Context: an optimization exercise on an open-source flow, tuned for small area, a short achievable clock period and few clock cycles. The choices shown serve that exercise and are no tape-out recipe.
Only simulation tests tie the RTL to the original design; equivalence was not proved.
Power figures rest on the tool's default switching activity, not on a simulated workload.

==> flow/design.v <==
package cdq_pkg;
  localparam int unsigned DATA_W    = 32;
  localparam int unsigned OP_W      = 2;
  localparam int unsigned DEPTH_DEF = 16;
  typedef enum logic [OP_W-1:0] {
    OP_PUSH_REAR  = 2'd0,
    OP_PUSH_FRONT = 2'd1,
    OP_POP_FRONT  = 2'd2,
    OP_POP_REAR   = 2'd3
  } op_e;
endpackage
module circular_deque #(
  parameter int unsigned DEPTH = cdq_pkg::DEPTH_DEF
) (
  input  logic                              clk_i,
  input  logic                              rst_ni,
  input  logic                              req_valid_i,
  output logic                              req_ready_o,
  input  logic [cdq_pkg::OP_W-1:0]          req_operation_i,
  input  logic signed [cdq_pkg::DATA_W-1:0] req_push_value_i,
  output logic                              rsp_valid_o,
  input  logic                              rsp_ready_i,
  output logic                              rsp_status_o,
  output logic signed [cdq_pkg::DATA_W-1:0] rsp_popped_value_o,
  output logic                              rsp_is_full_o,
  output logic                              rsp_is_empty_o
);
  localparam int unsigned DW = cdq_pkg::DATA_W;
  localparam int unsigned AW = 4;
  logic [DW-1:0] ring_mem [16];
  logic [AW-1:0] h_q, t_q, hm1_q, tm1_q;
  logic [4:0]    cnt_q;
  logic          full_q, empty_q;
  logic          ready_q;
  logic          p_v_q, p_pop_q, p_st_q, p_full_q, p_empty_q;
  logic [AW-1:0] p_addr_q;
  logic          o_v_q, o_st_q, o_full_q, o_empty_q;
  logic [DW-1:0] o_val_q;
  logic          s_v_q, s_st_q, s_full_q, s_empty_q;
  logic [DW-1:0] s_val_q;
  logic accept, is_push, front_op, ok, wr_en;
  logic [AW-1:0] wr_addr;
  logic [DW-1:0] p_val;
  logic o_free, p_to_o, p_to_s, s_to_o, p_leave, p_v_d, s_v_d;
  assign accept   = req_valid_i && ready_q;
  assign is_push  = !req_operation_i[1];
  assign front_op = req_operation_i[0] ^ req_operation_i[1];  
  assign ok       = is_push ? !full_q : !empty_q;
  assign wr_en    = accept && is_push && !full_q;
  assign wr_addr  = req_operation_i[0] ? hm1_q : t_q;
  always_ff @(posedge clk_i) begin
    if (wr_en) ring_mem[wr_addr] <= req_push_value_i;
  end
  always_ff @(posedge clk_i or negedge rst_ni) begin
    if (!rst_ni) begin
      h_q     <= '0;
      hm1_q   <= '1;
      t_q     <= '0;
      tm1_q   <= '1;
      cnt_q   <= '0;
      full_q  <= 1'b0;
      empty_q <= 1'b1;
    end else if (accept && ok) begin
      if (is_push) begin
        cnt_q   <= cnt_q + 5'd1;
        full_q  <= (cnt_q == 5'd15);
        empty_q <= 1'b0;
      end else begin
        cnt_q   <= cnt_q - 5'd1;
        full_q  <= 1'b0;
        empty_q <= (cnt_q == 5'd1);
      end
      if (front_op) begin
        if (is_push) begin
          h_q   <= hm1_q;
          hm1_q <= hm1_q - 4'd1;
        end else begin
          h_q   <= h_q + 4'd1;
          hm1_q <= h_q;
        end
      end else begin
        if (is_push) begin
          t_q   <= t_q + 4'd1;
          tm1_q <= t_q;
        end else begin
          t_q   <= tm1_q;
          tm1_q <= tm1_q - 4'd1;
        end
      end
    end
  end
  always_ff @(posedge clk_i) begin
    if (accept) begin
      p_pop_q   <= !is_push && !empty_q;
      p_addr_q  <= req_operation_i[0] ? tm1_q : h_q;
      p_st_q    <= !ok;
      p_full_q  <= is_push ? (full_q || cnt_q == 5'd15) : 1'b0;
      p_empty_q <= is_push ? 1'b0 : (empty_q || cnt_q == 5'd1);
    end
  end
  assign p_val = p_pop_q ? ring_mem[p_addr_q] : '0;
  assign o_free  = !o_v_q || rsp_ready_i;
  assign s_to_o  = o_free && s_v_q;
  assign p_to_o  = o_free && !s_v_q && p_v_q;
  assign p_to_s  = p_v_q && (s_v_q ? o_free : !o_free);
  assign p_leave = p_to_o || p_to_s;
  assign p_v_d   = accept || (p_v_q && !p_leave);
  assign s_v_d   = p_to_s || (s_v_q && !s_to_o);
  always_ff @(posedge clk_i or negedge rst_ni) begin
    if (!rst_ni) begin
      p_v_q   <= 1'b0;
      o_v_q   <= 1'b0;
      s_v_q   <= 1'b0;
      ready_q <= 1'b1;
    end else begin
      p_v_q   <= p_v_d;
      s_v_q   <= s_v_d;
      o_v_q   <= s_to_o || p_to_o || (o_v_q && !rsp_ready_i);
      ready_q <= !(p_v_d && s_v_d);
    end
  end
  always_ff @(posedge clk_i) begin
    if (s_to_o) begin
      o_st_q    <= s_st_q;
      o_val_q   <= s_val_q;
      o_full_q  <= s_full_q;
      o_empty_q <= s_empty_q;
    end else if (p_to_o) begin
      o_st_q    <= p_st_q;
      o_val_q   <= p_val;
      o_full_q  <= p_full_q;
      o_empty_q <= p_empty_q;
    end
    if (p_to_s) begin
      s_st_q    <= p_st_q;
      s_val_q   <= p_val;
      s_full_q  <= p_full_q;
      s_empty_q <= p_empty_q;
    end
  end
  assign req_ready_o        = ready_q;
  assign rsp_valid_o        = o_v_q;
  assign rsp_status_o       = o_st_q;
  assign rsp_popped_value_o = o_val_q;
  assign rsp_is_full_o      = o_full_q;
  assign rsp_is_empty_o     = o_empty_q;
endmodule
==> flow/config.mk <==
export PLATFORM = sky130hd
export DESIGN_NAME = circular_deque
export DESIGN_NICKNAME = circular_deque
export VERILOG_FILES = /design/flow/design.v
export SDC_FILE = /design/flow/constraint.sdc
export NUM_CORES = 4
export LEC_CHECK = 0
export CAP_MARGIN = 20
export CORE_MARGIN = 2
export CORE_UTILIZATION = 40
export SETUP_SLACK_MARGIN = 2.0
export SLEW_MARGIN = 20
==> flow/constraint.sdc <==
create_clock -name core_clock -period 4.5 [get_ports {clk_i}]
set_input_delay 0.9000 -clock core_clock [delete_from_list [all_inputs] [get_ports {clk_i}]]
set_output_delay 0.9000 -clock core_clock [all_outputs]
set_load 0.01 [all_outputs]
run.sh (not shown) runs the stock make flow with config.mk's settings and CLKGATE_MAP_FILE= SYNTH_SCRIPT=/design/flow/synth_recipe.tcl, a recipe that flattens the netlist after the stock synthesis.
Testbench counts at the start, summed over its fixed seeds: cycles 16,016.
Then changed:
- SETUP_SLACK_MARGIN: 2.0 -> unset
=> Fmax goes down by about a fifth; worst setup slack degrades by 0.55 ns; worst hold slack gets better by 0.0058 ns; first-iteration DRC count goes down by a quarter to a third; clock skew hardly moves; final area falls slightly.
Then changed:
- SETUP_SLACK_MARGIN: unset -> 2.7
Total power climbs by 19%.
Global-route usage grows by 6.2 points.
Setup slack improves by 0.76 ns.
Final area rises by 17%.
First-iteration DRC count rises by 97%.
Utilization climbs by 7.9 points.
Count of clock-buffer cells in the layout is higher by 1.

port drivers added, routing unchanged:
In the flow no input, the clock included, has a driving cell. The finished layouts below were timed again as built, in two steps. Step 1, drivers: a clkbuf_16 drives clk_i and a buf_2 each remaining input, both assumed. Step 2 moves the port delays by t, midway between the first and last clock arrival at a register: inputs arrive t later, outputs are due t later. That takes back most of the time a late clock gives input paths. Slacks: ideal ports / drivers / drivers and shift; pairs: ideal ports / drivers.
run | t (ns) | setup slack, ns | slew at the worst register clock pin (ns) | worst data-port slew with drivers (ns)
the first run | 0.652 | 2.056 / 1.997 / 1.454 | 0.06 / 0.06 | 0.06
the second run | 0.647 | 1.503 / 1.529 / 0.883 | 0.06 / 0.06 | 0.09
the third run | 0.651 | 2.264 / 2.234 / 1.650 | 0.07 / 0.07 | 0.10
After both steps every run listed still meets setup and hold. The setup slack of the second run, which loses most, moves by +0.026 ns with the drivers and by -0.620 ns with both steps.
